Background: an optimization exercise with open tools, aiming at small area, a short achievable clock period and few clock cycles per item. Do not read the settings as production practice.
In this exercise RTL edits were held to simulation tests only and were not proved equivalent to the original.

==> flow/design.v (excerpt) <==
module xoshiro256ss_generator
(
    input  logic      i_clk,
    input  logic      i_rst_n,
    input  logic      i_in_valid,
    output logic      o_in_stall,
    input  logic [64:0]  i_in_data,
    output logic      o_out_valid,
    input  logic      i_out_stall,
    output logic [116:0] o_out_data
);
For scale: about 810 flip-flops, about 190 I/O pins, roughly 79000 sq um of cells after synthesis.
Settings: LEC_CHECK=0, CAP_MARGIN=20, CORE_MARGIN=2, CORE_UTILIZATION=55, PLACE_DENSITY=0.8, SLEW_MARGIN=20; clock period 12.0 ns.
standard.sh (not shown) runs the stock make flow with config.mk's settings and CLKGATE_MAP_FILE= SYNTH_SCRIPT=/design/flow/synth_recipe.tcl, a recipe that flattens the netlist after the stock synthesis.
==> flow/flow/run.sh <==
#!/bin/bash
# Standard ORFS layout, with repair_timing aiming for extra setup slack and
# plain buffers on the ports (the clock and constraints are the design's own).
set -euo pipefail
bash standard.sh SETUP_SLACK_MARGIN=8.2 "BUFFER_PORTS_ARGS=-buffer_cell sky130_fd_sc_hd__buf_2" finish > standard_flow.log 2>&1
The first run ran to the end with no violations.
Testbench counts at the start, summed over its fixed seeds: cycles 7,752, items 6,380.
Next try:
==> flow/flow/run.sh (replaced) <==
#!/bin/bash
# Standard ORFS layout, with repair_timing aiming for extra setup slack and
# plain buffers on the ports (the clock and constraints are the design's own).
set -euo pipefail
bash standard.sh SETUP_SLACK_MARGIN=8.0 "BUFFER_PORTS_ARGS=-buffer_cell sky130_fd_sc_hd__buf_2" finish > standard_flow.log 2>&1
CORE_UTILIZATION = 40   (was 55)
PLACE_DENSITY = not set   (was 0.8)
Clock-buffer cell count grows by 14.
First-iteration DRC count goes down by about 16%.
Design area went down by 4.0%.
Maximum frequency drops by about 1.4%.
Flip-flop and latch count stays the same.
Worst setup slack gets worse by 56 ps.
Synthesized cell count does not change.

========
## rev 12
xoshiro256ss_generator, a different RTL version from the one above (not shown whole).
Settings: LEC_CHECK=0, CAP_MARGIN=20, CORE_MARGIN=2, CORE_UTILIZATION=40, SLEW_MARGIN=20; clock period 12.0 ns.
==> flow/flow/run.sh <==
#!/bin/bash
# Standard ORFS layout, with repair_timing aiming for extra setup slack
# (the clock and constraints are the design's own).
set -euo pipefail
bash standard.sh SETUP_SLACK_MARGIN=8.5 finish > standard_flow.log 2>&1
Rev 12 went all the way through the flow, and no timing, DRC or antenna check failed.
Testbench counts of rev 12, summed over its fixed seeds: cycles 7,946, items 6,380.
diff inputs: rev 12 => rev 13
==> flow/flow/run.sh <==
#!/bin/bash
# Standard ORFS layout, with repair_timing aiming for extra setup slack
# (the clock and constraints are the design's own).
set -euo pipefail
bash standard.sh SETUP_SLACK_MARGIN=7.5 finish > standard_flow.log 2>&1
### Flow results
- From rev 12 to rev 13 the numbers moved as follows: area taken by flip-flops and latches went down about 0.35%, post-layout instance area went down about 6%, max-slew violation total from the final report held, headroom to the max-slew limit went up 0.34 points, via count went down 1846.
- [rev 13] total of plain and repair buffers excluding clock buffers fell 275 relative to rev 12
- Rev 13 ended with less utilization than rev 12.
- Compare rev 13 and rev 12 | fraction of standard cell area that is sequential lower: rev 12

========
Another version of the RTL of xoshiro256ss_generator (not shown whole).
Size: ~6600 cells after synthesis, about 800 flip-flops, about 190 I/O pins, roughly 72000 sq um of cells after synthesis.
export LEC_CHECK = 0
export CAP_MARGIN = 20
export CORE_MARGIN = 2
export CORE_UTILIZATION = 40
export SLEW_MARGIN = 20
create_clock -name core_clock -period 12.0 [get_ports {i_clk}]
run.sh (not shown) runs the stock make flow with config.mk's settings and CLKGATE_MAP_FILE= SYNTH_SCRIPT=/design/flow/synth_recipe.tcl, a recipe that flattens the netlist after the stock synthesis.
Stock flow here: none of the scripts above is used.
Testbench counts at the start, summed over its fixed seeds: cycles 7,949, items 6,380.
Then changed:
==> flow/flow/run.sh (new file) <==
#!/bin/bash
# Standard ORFS layout, with repair_timing aiming for extra setup slack
# (the clock and constraints are the design's own).
set -euo pipefail
bash standard.sh SETUP_SLACK_MARGIN=8 finish > standard_flow.log 2>&1
==> flow/standard.sh (new file) <==
#!/bin/bash
# synth_recipe.tcl (not shown) runs the flow's synth.tcl, then flattens the netlist and writes it again
# the make line also repeats each setting of config.mk as NAME=value (left out here)
make -C /OpenROAD-flow-scripts/flow DESIGN_CONFIG=/design/flow/config.mk WORK_HOME=/design/flow/orfs CLKGATE_MAP_FILE= SYNTH_SCRIPT=/design/flow/synth_recipe.tcl "${@:-finish}"
removed: flow/run.sh
The changed run passed the timing, DRC and antenna checks.
Final area rises by 10%.
Global-route usage rises by 1.4 points.
Setup slack gains 0.89 ns.
Area after synthesis is unchanged.
Fmax rises by 20%.

========
== run 1 ==
xoshiro256ss_generator with an RTL version that a note above also has.
Size in the first run: about 9100 cells after synthesis, roughly 810 flip-flops, roughly 190 I/O pins, roughly 0.079 mm^2 of cells after synthesis.
Settings: LEC_CHECK=0, CAP_MARGIN=20, CORE_MARGIN=2, CORE_UTILIZATION=40, SLEW_MARGIN=20; clock period 12.0 ns.
standard.sh (not shown) runs the stock make flow with config.mk's settings and CLKGATE_MAP_FILE= SYNTH_SCRIPT=/design/flow/synth_recipe.tcl, a recipe that flattens the netlist after the stock synthesis.
==> flow/flow/run.sh <==
#!/bin/bash
# Standard ORFS layout, with repair_timing aiming for extra setup slack and
# plain buffers on the ports (the clock and constraints are the design's own).
set -euo pipefail
bash standard.sh SETUP_SLACK_MARGIN=8.1 "BUFFER_PORTS_ARGS=-buffer_cell sky130_fd_sc_hd__buf_2" finish > standard_flow.log 2>&1
Run 1 finished every step from synthesis to the final layout, and the layout passed the timing, DRC and antenna checks.
Testbench counts of run 1, summed over its fixed seeds: cycles 7,752, items 6,380.
#### Input delta (run 2 over run 1)
-- flow/flow/run.sh --
<<< run 1, line 4
set -euo pipefail
bash standard.sh SETUP_SLACK_MARGIN=8.1 "BUFFER_PORTS_ARGS=-buffer_cell sky130_fd_sc_hd__buf_2" finish > standard_flow.log 2>&1
>>> run 2, line 4
set -euo pipefail
bash standard.sh SETUP_SLACK_MARGIN=8.0 "BUFFER_PORTS_ARGS=-buffer_cell sky130_fd_sc_hd__buf_2" finish > standard_flow.log 2>&1
-- flow/config.mk --
<<< run 1, line 10
export CORE_UTILIZATION = 40
export SLEW_MARGIN = 20
>>> run 2, line 10
export CORE_UTILIZATION = 40
export GPL_ROUTABILITY_DRIVEN = 0
export SLEW_MARGIN = 20
- When the final numbers for run 2 and run 1 were put side by side, the largest net degree at the start of global routing turned out to be greater in run 1.
- Run 2 against run 1: tightest hold margin lower.
- Run 2 against run 1; total routed wire length on the met1 layer is down by a little under 10%.
- Proportion of cell area occupied by registers: run 2 higher than run 1
## Diff of input files: run 3 against run 2
-- flow/config.mk --
<<< run 2, line 10
export CORE_UTILIZATION = 40
export GPL_ROUTABILITY_DRIVEN = 0
export SLEW_MARGIN = 20
>>> run 3, line 10
export CORE_UTILIZATION = 40
export CTS_BUF_LIST = sky130_fd_sc_hd__clkbuf_4 sky130_fd_sc_hd__clkbuf_8
export SLEW_MARGIN = 20
Results
Of run 3 and run 2, it is run 3 that has the higher count of plain and timing-repair buffers.
Run 3 against run 2; post-detailed-routing wire length is up by a little under 10%.
Changes observed in run 3 relative to run 2: fraction of final layout cells sized beyond drive strength 1 now sits higher; shortest period the worst path allows up 100 ps; global-route wire length before repair shows an increase of 5.9%.
Worst setup margin, run 2 and run 3: higher on run 2

========
xoshiro256ss_generator again, from the RTL that the note above started with.
## xoshiro256ss_generator
module xoshiro256ss_generator
(
    input  logic      i_clk,
    input  logic      i_rst_n,
    input  logic      i_in_valid,
    output logic      o_in_stall,
    input  logic [64:0]  i_in_data,
    output logic      o_out_valid,
    input  logic      i_out_stall,
    output logic [116:0] o_out_data
);
    logic        r_ir_v, r_ir_k;
    logic [63:0] r_ir_d;
    logic       r_vb, r_vc, r_vd, r_ve;
    logic [1:0] r_ccount;
    logic [1:0] r_widx;      
    logic       r_zf;
    logic [63:0] r_s0, r_s1, r_s2, r_s3;
    logic        r_p_v;
    logic [63:0] r_p;
    logic        r_om_v, r_os_v;
    logic [63:0] r_om, r_os;
    logic [63:0] r_m1s, r_m1c, r_z3, r_m2s, r_m2c;
    logic busy, start, ctr_step, ready, exec, p_moves, pop;
    assign busy     = r_vb | r_vc | r_vd | (r_ve & (r_widx != 2'd3));
    assign start    = r_ir_v & (r_ir_k == CMD_SEED) & !r_vb;
    assign ctr_step = start | (r_vb & (r_ccount != 2'd0));
    assign p_moves  = r_p_v & !r_os_v;
    assign exec     = r_ir_v & (r_ir_k != CMD_SEED) & !busy & (!r_p_v | !r_os_v);
    assign pop      = r_om_v & !i_out_stall;
    logic       r_ready;
  ...
Settings: LEC_CHECK=0, CAP_MARGIN=20, CORE_MARGIN=2, CORE_UTILIZATION=40, SLEW_MARGIN=20; clock period 12.0 ns.
==> flow/flow/run.sh <==
#!/bin/bash
# Standard ORFS layout, with repair_timing aiming for extra setup slack and
# plain buffers on the ports (the clock and constraints are the design's own).
set -euo pipefail
bash standard.sh SETUP_SLACK_MARGIN=7.8 "BUFFER_PORTS_ARGS=-buffer_cell sky130_fd_sc_hd__buf_2" finish > standard_flow.log 2>&1
Testbench counts at the start, summed over its fixed seeds: cycles 7,752, items 6,380.
Then changed:
==> flow/flow/run.sh (replaced) <==
#!/bin/bash
# Standard ORFS layout, with repair_timing aiming for extra setup slack and
# plain buffers on the ports (the clock and constraints are the design's own).
set -euo pipefail
bash standard.sh SETUP_SLACK_MARGIN=8.2 "BUFFER_PORTS_ARGS=-buffer_cell sky130_fd_sc_hd__buf_2" finish > standard_flow.log 2>&1
What happened:
- final cell count goes up by about 3%
- non-clock buffer count went up by 353
- cell area rises by 8.2%
- routed wire length increases by about 4.4%
- setup slack gets better by 260 ps
- fmax grows by about 7%

==> re-timing with driven ports <==
Ports are ideal in the flow. The routed layouts listed here were re-timed in OpenROAD.
Step 1 (the two cells are an assumption about what drives the block):
set clk [get_ports {i_clk}]
set_driving_cell -lib_cell sky130_fd_sc_hd__clkbuf_16 $clk
set_driving_cell -lib_cell sky130_fd_sc_hd__buf_2 [delete_from_list [all_inputs] $clk]
Step 2 times the ports against the registers' clock, not the clock port: input delays grow and output delays shrink by t, the midpoint of the rising clock arrivals with the driver on.
Slacks: no drivers / after step 1 / after step 2; pairs: no drivers / after step 1.
| run | t (ns) | setup slack, ns | worst hold slack (ns) | latest minus earliest clock arrival (ns) |
|---|---|---|---|---|
| the first run of note 1 | 0.824 | 8.038 / 7.987 / 8.038 | 0.426 / 0.426 / 0.426 | 0.094 / 0.094 |
| the second run of note 1 | 0.819 | 7.982 / 7.982 / 7.982 | 0.418 / 0.418 / 0.418 | 0.110 / 0.111 |
| rev 12 | 0.788 | 5.785 / 5.785 / 5.785 | 0.402 / 0.402 / 0.402 | 0.053 / 0.053 |
| rev 13 | 0.792 | 5.827 / 5.827 / 5.827 | 0.404 / 0.404 / 0.404 | 0.055 / 0.054 |
| the first run of note 3 | 0.810 | 6.588 / 6.588 / 6.588 | 0.431 / 0.431 / 0.431 | 0.105 / 0.105 |
| the second run of note 3 | 0.811 | 7.476 / 7.476 / 7.476 | 0.382 / 0.382 / 0.382 | 0.058 / 0.058 |
| run 1 | 0.822 | 7.950 / 7.950 / 7.950 | 0.420 / 0.420 / 0.420 | 0.109 / 0.109 |
| run 2 | 0.784 | 7.996 / 7.996 / 7.996 | 0.415 / 0.415 / 0.415 | 0.048 / 0.047 |
| run 3 | 0.968 | 7.892 / 7.892 / 7.892 | 0.411 / 0.411 / 0.411 | 0.092 / 0.093 |
| the first run of note 5 | 0.822 | 7.827 / 7.827 / 7.827 | 0.404 / 0.404 / 0.404 | 0.096 / 0.095 |
| the second run of note 5 | 0.833 | 8.088 / 8.069 / 8.088 | 0.417 / 0.417 / 0.417 | 0.108 / 0.108 |
After both steps every run listed still meets setup and hold.
